Source: an optimization exercise on an open RTL-to-GDS flow (aim: small area). Production flows keep margins and buffers that such runs may drop.
At most, simulation tests tie the RTL to the original design; equivalence was not proved.
No activity file was given, so power comes from the tool's default toggle rates.

== main ==
Design framebuffer_center_or_nn_scale_addr_top, start of the top module:
module framebuffer_center_or_nn_scale_addr_top #(
    parameter int unsigned MAX_CANVAS_DIM = 1024
) (
    input  logic        clk,
    input  logic        rst_n,
    input  logic        psel,
    input  logic        penable,
    input  logic        pwrite,
    input  logic [4:0]  paddr,
    input  logic [31:0] pwdata,
    output logic [31:0] prdata,
    output logic        pready,
    input  logic        req_valid,
    output logic        req_ready,
    input  logic        buffer_select,
    output logic        rsp_valid,
    input  logic        rsp_ready,
    output logic        status,
    output logic [19:0] source_index,
    output logic [19:0] dest_index,
    output logic        frame_last,
    output logic [31:0] control_word
);
clock: 10.0 ns
lec_check: 0
cap_margin: 20
core_margin: 2
core_utilization: 60
slew_margin: 20
standard.sh (not shown) runs the stock make flow with config.mk's settings and CLKGATE_MAP_FILE= SYNTH_SCRIPT=/design/flow/synth_recipe.tcl, a recipe that flattens the netlist after the stock synthesis.
==> flow/flow/run.sh <==
#!/bin/bash
# The standard layout (standard.sh), with two changes to how it is made:
#  - the port buffers use the smallest buffer cell, sky130_fd_sc_hd__buf_1;
#  - clock tree synthesis inserts no dummy loads.
# Everything else, including synthesis, is the standard flow unchanged.
set -o pipefail
export BUFFER_PORTS_ARGS="-buffer_cell sky130_fd_sc_hd__buf_1"
export CTS_ARGS="-sink_clustering_enable -repair_clock_nets -sink_clustering_size 16 -sink_clustering_max_diameter 80 -buf_list sky130_fd_sc_hd__clkbuf_8 -dont_use_dummy_load"
bash standard.sh > standard.log 2>&1
status=$?
tail -20 standard.log
exit $status
For the feature branch, these inputs were changed with respect to main:
--- a/flow/design.v
+++ b/flow/design.v
@@ -134,38 +134,35 @@
             3'd1:    prdata = {29'b0, mode_reg};
             3'd2:    prdata = {31'b0, pal_reg};
             3'd3:    prdata = {22'b0, w};
             3'd4:    prdata = {22'b0, h};
             default: prdata = 32'b0;
         endcase
     end
     logic [9:0]  rw, rl;
     logic [18:0] fsize;
-    logic [24:0] mc, mr;
-    logic [2:0]  eff;
-    always_ff @(posedge clk)
-        eff <= eff_old;     
+    logic [24:0] mc, mr;     
     logic        c2x, r2x;
-    assign c2x = (eff == 3'd1) || (eff == 3'd7);     
-    assign r2x = (eff != 3'd0) && (eff != 3'd2);     
+    assign c2x = (eff_old == 3'd1) || (eff_old == 3'd7);     
+    assign r2x = (eff_old != 3'd0) && (eff_old != 3'd2);     
     always_comb
     begin
-        case (eff)
+        case (eff_old)
             3'd0:    begin rw = 10'd320; rl = 10'd240; fsize = 19'd76800;  end
             3'd1:    begin rw = 10'd640; rl = 10'd480; fsize = 19'd307200; end
             3'd2:    begin rw = 10'd352; rl = 10'd288; fsize = 19'd101376; end
             3'd3:    begin rw = 10'd720; rl = 10'd480; fsize = 19'd345600; end
             3'd4:    begin rw = 10'd720; rl = 10'd576; fsize = 19'd414720; end
             3'd5:    begin rw = 10'd720; rl = 10'd480; fsize = 19'd345600; end
             3'd6:    begin rw = 10'd720; rl = 10'd576; fsize = 19'd414720; end
             default: begin rw = 10'd640; rl = 10'd480; fsize = 19'd307200; end
         endcase
-        case (eff)
+        case (eff_old)
             3'd0:    begin mc = 25'd13421773; mr = 25'd17895698; end
             3'd1:    begin mc = 25'd13421773; mr = 25'd17895698; end
             3'd2:    begin mc = 25'd12201612; mr = 25'd14913081; end
             3'd3:    begin mc = 25'd5965233;  mr = 25'd17895698; end
             3'd4:    begin mc = 25'd5965233;  mr = 25'd14913081; end
             3'd5:    begin mc = 25'd5965233;  mr = 25'd17895698; end
             3'd6:    begin mc = 25'd5965233;  mr = 25'd14913081; end
             default: begin mc = 25'd13421773; mr = 25'd17895698; end
         endcase
@@ -174,20 +171,19 @@
     logic [10:0] dxw, dyw;
     logic        fits, reject;
     logic [9:0]  ncol, nrow;
     logic [9:0]  dx_eff;
     logic [8:0]  xo_eff, yo_eff;
     assign dxs    = rca({16'b0, rw}, {16'b0, ~w}, 1'b1);
     assign dys    = rca({16'b0, rl}, {16'b0, ~h}, 1'b1);
     assign dxw    = {!dxs[10], dxs[9:0]};
     assign dyw    = {!dys[10], dys[9:0]};
-    always_ff @(posedge clk)
-        fits <= !dxw[10] && !dyw[10];
+    assign fits   = !dxw[10] && !dyw[10];
     assign reject = !en_reg || (w[9:1] == 9'd0) || (h[9:1] == 9'd0);
     assign ncol   = fits ? w : rw;
     assign nrow   = fits ? h : rl;
     assign dx_eff = fits ? dxw[9:0] : 10'd0;
     assign xo_eff = fits ? dxw[9:1] : 9'd0;
     assign yo_eff = fits ? dyw[9:1] : 9'd0;
     localparam logic [3:0] S_IDLE = 4'd0;    
     localparam logic [3:0] S_HOLD = 4'd1;    
     localparam logic [3:0] S_CADV = 4'd2;    
@@ -414,18 +410,20 @@
                     if (reject)
                     begin
                         rbase <= 20'd0;
                         dst   <= 20'd0;
                     end
                     else if (!in_frame)
                     begin
                         lat   <= buffer_select;
                         rbase <= 20'd0;
+                        row   <= {2'b0, yo_eff[8:1]};
+                        dst   <= {1'b0, buffer_select ? fsize : 19'd0} | {11'b0, xo_eff};
                     end
                 end
             end
             S_HOLD:
             begin
                 if (rsp_ready && in_frame)
                 begin
                     dst <= dst_sum;
                     if (col_end)
@@ -465,23 +463,18 @@
             S_RL:
             begin
                 if (!rl_hit)
                     rbase <= r_sum;
                 else if (cy)
                     rbase <= r_sum;
             end
             S_GC:
             begin
-                if (k == 6'd1)
-                begin
-                    row <= {2'b0, yo_eff[8:1]};
-                    dst <= {1'b0, lat ? fsize : 19'd0} | {11'b0, xo_eff};
-                end
                 cstep <= {gbit, cstep[17:1]};
                 rbase <= k_gc_end ? 20'd0 : {1'b0, r_sum[19:1]};
             end
             S_GR:
             begin
                 rstep <= {gbit, rstep[18:1]};
                 rbase <= k_gr_end ? 20'd0 : {1'b0, r_sum[19:1]};
             end
             S_RL0:
### Flow results
What main reported for power in sequential cells has to be multiplied by 0.74 to get the figure for the feature branch. Delta (the feature branch minus main): synthesized area moved down; area of the multi-input gates moved down; buffer share of cell area moved up; power moved down. The final reports for the feature branch and main show synthesis-to-finish area growth higher in the former. main reports its most crowded layer after global routing as met1 while the feature branch reports met2. The higher maximum single-stage delay on the critical path of main and the feature branch is in main. Measured against each other, main and the feature branch differ in count of flip-flops and latches, the higher figure coming from main. On first-iteration DRC count, the feature branch does worse than main.
For main, only the layout was checked, not whether the RTL still works.

framebuffer_center_or_nn_scale_addr_top, a different RTL version from the one above (not shown whole).
Size: roughly 1000 cells after synthesis, ~210 flip-flops, roughly 12000 sq um of cells after synthesis.
Settings: LEC_CHECK=0, CAP_MARGIN=20, CORE_MARGIN=2, CORE_UTILIZATION=60, SLEW_MARGIN=20; clock period 10.0 ns.
Scripts as last shown in full above: flow/flow/run.sh
Change:
--- a/flow/design.v
+++ b/flow/design.v
@@ -210,54 +210,38 @@
     logic        cy;         
     logic [19:0] rbase;
     logic [19:0] dst;
     logic [29:0] fc;
     logic        fz;         
     logic [9:0]  cint;
     assign cint = cacc[25:16];
     logic        gen;
     assign gen = (st == S_GC) || (st == S_GR);
     logic        mbit;
     logic        r_loop;
-    logic [19:0] r_b;
-    logic        r_ci;
+    logic [9:0]  r_b;
     logic [19:0] r_sum;
     logic [26:0] r_full;
     assign r_loop = (st == S_RL) || (st == S_RL0);
     always_comb
     begin
-        r_b  = 20'd0;
-        r_ci = 1'b0;
         if (r_loop)
-        begin
-            if (!rl_hit || ((st == S_RL) && cy))
-                r_b = {10'b0, w};
-            if (rl_hit)
-                r_ci = cstep[17];
-        end
+            r_b = w;
         else if (st == S_GC)
-            r_b = {10'b0, mbit ? w : 10'd0};
+            r_b = mbit ? w : 10'd0;
         else if (st == S_GR)
-            r_b = {10'b0, mbit ? h : 10'd0};
-        else if (st == S_CADV)
-        begin
-            r_b  = {18'b0, cstep[1:0]};
-            r_ci = cy;
-        end
+            r_b = mbit ? h : 10'd0;
         else
-        begin
-            r_b  = {10'h3ff, ~cint};
-            r_ci = 1'b1;
-        end
+            r_b = reject ? 10'd0 : cint;
     end
-    assign r_full = rca({6'b0, rbase}, {6'b0, r_b}, r_ci);
+    assign r_full = rca({6'b0, rbase}, {16'b0, r_b}, 1'b0);
     assign r_sum  = r_full[19:0];
     logic [9:0]  col_dec, row_dec;
     logic        col_end, row_end, row_zero, is_last;
     assign col_dec  = col - 10'd1;
     assign row_dec  = row - 10'd1;
     assign col_end  = (col == 10'd1);
     assign row_zero = (row[9:1] == 9'd0) && !row[0];
     assign row_end  = (row[9:1] == 9'd0) && row[0];
     assign is_last  = col_end && row_end;
     logic        k25, k_gc_end, k_gr_end, k_fc_end;
     logic [2:0]  rl_target;
@@ -435,36 +419,33 @@
                         rbase <= 20'd0;
                     end
                 end
             end
             S_HOLD:
             begin
                 if (rsp_ready && in_frame)
                 begin
                     dst <= dst_sum;
                     if (col_end)
                     begin
-                        col   <= ncol;
-                        row   <= row_dec;
-                        rbase <= r_sum;
+                        col <= ncol;
+                        row <= row_dec;
                     end
                     else
                     begin
                         col <= col_dec;
                     end
                 end
             end
             S_CADV:
             begin
-                if (k == 6'd16)
-                    rbase <= r_sum;
                 cacc <= {c_s, cacc[25:1]};
                 cy  <= (c_a & c_b) | (c_c & (c_a ^ c_b));
                 if (k < 6'd18)
                     cstep <= {cstep[0], cstep[17:1]};
             end
             S_RADV, S_AI:
             begin
                 cacc <= {(k < 6'd17) && cstep[1], cacc[25:1]};
                 if (k < 6'd18)
                     cstep <= {cstep[0], cstep[17:1]};
                 if (k < 6'd16)
@@ -472,42 +453,46 @@
                     if (st == S_RADV)
                         rfrac <= {r_s, rfrac[15:1]};
                     else
                         rfrac <= {rstep[1], rfrac[15:1]};
                     cy <= (r_a & r_b1) | (r_c & (r_a ^ r_b1));
                 end
                 if (k < 6'd19)
                     rstep <= {rstep[0], rstep[18:1]};
             end
             S_RL:
             begin
-                rbase <= r_sum;
+                if (!rl_hit)
+                    rbase <= r_sum;
+                else if (cy)
+                    rbase <= r_sum;
             end
             S_GC:
             begin
                 if (k == 6'd0)
                 begin
                     row <= {2'b0, yo_eff[8:1]};
                     dst <= {1'b0, lat ? fsize : 19'd0} | {11'b0, xo_eff};
                 end
                 cstep <= {gbit, cstep[17:1]};
                 rbase <= k_gc_end ? 20'd0 : {1'b0, r_sum[19:1]};
             end
             S_GR:
             begin
                 rstep <= {gbit, rstep[18:1]};
                 rbase <= k_gr_end ? 20'd0 : {1'b0, r_sum[19:1]};
             end
             S_RL0:
             begin
-                rbase <= r_sum;
+                if (!rl_hit)
+                    rbase <= r_sum;
             end
             S_SK:
             begin
                 if (!skip_done)
                 begin
                     dst <= dst_sum;
                     row <= row_dec;
                 end
             end
             S_ODD:
             begin
@@ -517,16 +502,16 @@
             end
             S_FC:
             begin
                 fc    <= {fc_b ^ fc_c, fc[29:1]};
                 cy <= fc_b && fc_c;
             end
             default: ;
         endcase
     end
     assign rsp_valid    = vld;
     assign status       = reject;
-    assign source_index = rbase;
+    assign source_index = r_sum;
     assign dest_index   = dst;
     assign frame_last   = !reject && !in_frame;
     assign control_word = frame_last ? {fz ? 30'd0 : fc, 1'b0, lat} : 32'd0;
 endmodule
The changed run ran to the end with no violations; first-iteration DRC count goes up by 20%; worst setup slack loses 0.39 ns; design area goes down by 1.0%; combinational power goes down by about 9%; sequential share of layout area goes up by 0.52 points; global-route usage goes down by 0.43 points; sequential power is about the same; via count goes down by 2.9%.
For the first run of this note, only the layout was checked, not whether the RTL still works.

run D:
RTL: one of the versions met above, not the one the previous note started from.
Size: about 1000 cells after synthesis, about 210 flip-flops, ~11000 µm² of cells after synthesis.
// framebuffer_center_or_nn_scale_addr_top
module framebuffer_center_or_nn_scale_addr_top #(
    parameter int unsigned MAX_CANVAS_DIM = 1024
) (
    input  logic        clk,
    input  logic        rst_n,
    input  logic        psel,
    input  logic        penable,
    input  logic        pwrite,
    input  logic [4:0]  paddr,
    input  logic [31:0] pwdata,
    output logic [31:0] prdata,
    output logic        pready,
    input  logic        req_valid,
    output logic        req_ready,
    input  logic        buffer_select,
    output logic        rsp_valid,
    input  logic        rsp_ready,
    output logic        status,
    output logic [19:0] source_index,
    output logic [19:0] dest_index,
    output logic        frame_last,
    output logic [31:0] control_word
);
    function automatic logic [26:0] rca(input logic [25:0] a, input logic [25:0] b,
                                        input logic ci);
        logic c;
        c = ci;
        for (int i = 0; i < 26; i++)
        begin
            rca[i] = a[i] ^ b[i] ^ c;
            c = (a[i] & b[i]) | (c & (a[i] ^ b[i]));
        end
        rca[26] = c;
    endfunction
    logic        en_reg;
    logic [2:0]  mode_reg;
    logic        pal_reg;
    logic [9:0]  w;
    logic [9:0]  h;
    logic [2:0]  idx;
    logic        wr;
    logic [2:0]  mode_new;
    logic        pal_new;
    logic [2:0]  eff_old, eff_new;
    logic        clr_count;
    assign idx = paddr[4:2];
    assign wr  = psel && penable && pwrite;
    assign pready = 1'b1;
    assign mode_new = (wr && idx == 3'd1) ? pwdata[2:0] : mode_reg;
    assign pal_new  = (wr && idx == 3'd2) ? pwdata[0] : pal_reg;
    assign eff_old  = (mode_reg != 3'd0) ? mode_reg : {1'b0, pal_reg, 1'b0};
    assign eff_new  = (mode_new != 3'd0) ? mode_new : {1'b0, pal_new, 1'b0};
    assign clr_count = wr && ((idx == 3'd0 && pwdata[0] && !en_reg) ||
                              ((idx == 3'd1 || idx == 3'd2) && en_reg && eff_new != eff_old));
    always_ff @(posedge clk or negedge rst_n)
    begin
        if (!rst_n)
        begin
            en_reg   <= 1'b0;
            mode_reg <= 3'd0;
            pal_reg  <= 1'b0;
            w        <= 10'd320;
            h        <= 10'd240;
        end
        else if (wr)
        begin
            case (idx)
                3'd0: en_reg   <= pwdata[0];
  ...
==> flow/config.mk <==
export PLATFORM = sky130hd
export DESIGN_NAME = framebuffer_center_or_nn_scale_addr_top
export DESIGN_NICKNAME = framebuffer_center_or_nn_scale_addr_top
export VERILOG_FILES = /design/flow/design.v
export SDC_FILE = /design/flow/constraint.sdc
export NUM_CORES = 4
export LEC_CHECK = 0
export CAP_MARGIN = 20
export CORE_MARGIN = 2
export CORE_UTILIZATION = 60
export SLEW_MARGIN = 20
==> flow/constraint.sdc <==
create_clock -name core_clock -period 10.0 [get_ports {clk}]
set_input_delay 2.0000 -clock core_clock [delete_from_list [all_inputs] [get_ports {clk}]]
set_output_delay 2.0000 -clock core_clock [all_outputs]
set_load 0.01 [all_outputs]
==> flow/flow/run.sh <==
#!/bin/bash
# The standard layout (standard.sh), with two changes to how it is made:
#  - the port buffers use the smallest buffer cell, sky130_fd_sc_hd__buf_1;
#  - clock tree synthesis inserts no dummy loads.
# Everything else, including synthesis, is the standard flow unchanged.
set -o pipefail
export BUFFER_PORTS_ARGS="-buffer_cell sky130_fd_sc_hd__buf_1"
export CTS_ARGS="-sink_clustering_enable -repair_clock_nets -sink_clustering_size 24 -sink_clustering_max_diameter 100 -buf_list sky130_fd_sc_hd__clkbuf_16 -dont_use_dummy_load"
bash standard.sh > standard.log 2>&1
status=$?
tail -20 standard.log
exit $status
diff inputs: run D => run B
diff --git a/flow/design.v b/flow/design.v
--- a/flow/design.v
+++ b/flow/design.v
@@ -134,44 +134,41 @@
             3'd1:    prdata = {29'b0, mode_reg};
             3'd2:    prdata = {31'b0, pal_reg};
             3'd3:    prdata = {22'b0, w};
             3'd4:    prdata = {22'b0, h};
             default: prdata = 32'b0;
         endcase
     end
     logic [9:0]  rw, rl;
     logic [18:0] fsize;
     logic [24:0] mc, mr;     
-    logic        c2x, r2x;
-    assign c2x = (eff_old == 3'd1) || (eff_old == 3'd7);     
-    assign r2x = (eff_old != 3'd0) && (eff_old != 3'd2);     
     always_comb
     begin
         case (eff_old)
             3'd0:    begin rw = 10'd320; rl = 10'd240; fsize = 19'd76800;  end
             3'd1:    begin rw = 10'd640; rl = 10'd480; fsize = 19'd307200; end
             3'd2:    begin rw = 10'd352; rl = 10'd288; fsize = 19'd101376; end
             3'd3:    begin rw = 10'd720; rl = 10'd480; fsize = 19'd345600; end
             3'd4:    begin rw = 10'd720; rl = 10'd576; fsize = 19'd414720; end
             3'd5:    begin rw = 10'd720; rl = 10'd480; fsize = 19'd345600; end
             3'd6:    begin rw = 10'd720; rl = 10'd576; fsize = 19'd414720; end
             default: begin rw = 10'd640; rl = 10'd480; fsize = 19'd307200; end
         endcase
         case (eff_old)
             3'd0:    begin mc = 25'd13421773; mr = 25'd17895698; end
-            3'd1:    begin mc = 25'd13421773; mr = 25'd17895698; end
+            3'd1:    begin mc = 25'd6710887;  mr = 25'd8947849;  end
             3'd2:    begin mc = 25'd12201612; mr = 25'd14913081; end
-            3'd3:    begin mc = 25'd5965233;  mr = 25'd17895698; end
-            3'd4:    begin mc = 25'd5965233;  mr = 25'd14913081; end
-            3'd5:    begin mc = 25'd5965233;  mr = 25'd17895698; end
-            3'd6:    begin mc = 25'd5965233;  mr = 25'd14913081; end
-            default: begin mc = 25'd13421773; mr = 25'd17895698; end
+            3'd3:    begin mc = 25'd5965233;  mr = 25'd8947849;  end
+            3'd4:    begin mc = 25'd5965233;  mr = 25'd7456541;  end
+            3'd5:    begin mc = 25'd5965233;  mr = 25'd8947849;  end
+            3'd6:    begin mc = 25'd5965233;  mr = 25'd7456541;  end
+            default: begin mc = 25'd6710887;  mr = 25'd8947849;  end
         endcase
     end
     logic [26:0] dxs, dys;
     logic [10:0] dxw, dyw;
     logic        fits, reject;
     logic [9:0]  ncol, nrow;
     logic [9:0]  dx_eff;
     logic [8:0]  xo_eff, yo_eff;
     assign dxs    = rca({16'b0, rw}, {16'b0, ~w}, 1'b1);
     assign dys    = rca({16'b0, rl}, {16'b0, ~h}, 1'b1);
@@ -239,39 +236,37 @@
     assign col_dec  = col - 10'd1;
     assign row_dec  = row - 10'd1;
     assign col_end  = (col == 10'd1);
     assign row_zero = (row[9:1] == 9'd0) && !row[0];
     assign row_end  = (row[9:1] == 9'd0) && row[0];
     assign is_last  = col_end && row_end;
     logic        k25, k_gc_end, k_gr_end, k_fc_end;
     logic [2:0]  rl_target;
     logic        rl_hit;
     assign k25      = (k == 6'd25);
-    assign k_gc_end = (k == {5'd17, c2x});       
-    assign k_gr_end = r2x ? (k == 6'd36) : (k == 6'd35);    
+    assign k_gc_end = (k == 6'd34);              
+    assign k_gr_end = (k == 6'd35);              
     assign k_fc_end = (k == 6'd29);
     assign rl_target = (st == S_RL0) ? {1'b0, rstep[18:17]} : rstep[18:16];
     assign rl_hit    = (k[2:0] == rl_target);
     logic        c_a, c_b, c_c, c_s;
     logic        r_a, r_b1, r_c, r_s;
     assign c_a = cacc[0];
     assign c_b = (k < 6'd18) && cstep[0];
     assign c_c = (k != 6'd0) && cy;
     assign c_s = c_a ^ c_b ^ c_c;
     assign r_a = rfrac[0];
     assign r_b1 = rstep[0];
     assign r_c = (k != 6'd0) && cy;
     assign r_s = r_a ^ r_b1 ^ r_c;
     logic        gbit;
-    logic        g2x;
-    assign g2x  = (st == S_GC) ? c2x : r2x;
-    assign gbit = fits ? (g2x ? (k == 6'd34) : (k == 6'd33)) : r_sum[0];
+    assign gbit = fits ? (k == 6'd33) : r_sum[0];
     logic        skip_done;
     logic [10:0] dst_b;
     logic        dst_cin;
     logic [19:0] dst_sum;
     logic [26:0] dst_full;
     assign skip_done = row_zero;
     always_comb
     begin
         dst_b   = 11'd0;
         dst_cin = 1'b1;
Notes after the runs:
Looking at the reports, run B completed the entire flow and the layout it produced met the timing, DRC and antenna checks. Between run B and run D, growth of design area from synthesis to finish is lower for run B, run D comes in above that. [run B vs run D] sequential share of power: lower in run B. met2 wire length was lower in run D than in run B. Side by side, via count turned out higher in run B than in run D. Worst setup slack for run B is lower than for run D. Summary: cell area, run B worse than run D. Comparing run B against run D, there is no change at all in boundary pin count. Run B vs run D: cell count up slightly. Changes observed in run B relative to run D: xor/xnor cell area share of the yosys netlist about even; number of cells upsized or downsized after cts rose 1; combinational share of power rose 18 points; overall routed net length rose about 2.3%.

-- static timing again, ports no longer ideal --
The results above use ideal ports. As a check the final layouts listed here were re-extracted and re-timed, cells and wires unchanged.
Step 1 assumes that a clkbuf_16 drives the clock port and a buf_2 every other input.
Step 2 moves the port delays by t, midway between the first and last clock arrival at a register: inputs arrive t later, outputs are due t later. That takes back most of the time a late clock gives input paths.
Three values: no drivers, after step 1, after step 2; two values: the first two.
run	shift t [ns]	setup slack, ns	worst setup path at the end	clock arrival spread, ns
main	0.550	0.524 / 0.481 / 1.031	register to output	0.064 / 0.064
the feature branch	0.551	0.445 / 0.401 / 0.507	register to register	0.041 / 0.041
the first run of note 2	0.556	0.831 / 0.831 / 0.831	register to register	0.048 / 0.048
the second run of note 2	0.557	0.442 / 0.398 / 0.955	register to output	0.053 / 0.053
run D	0.512	0.416 / 0.368 / 0.491	register to register	0.037 / 0.037
run B	0.510	0.361 / 0.314 / 0.561	register to register	0.036 / 0.035
After both steps setup and hold are still met in every run listed.
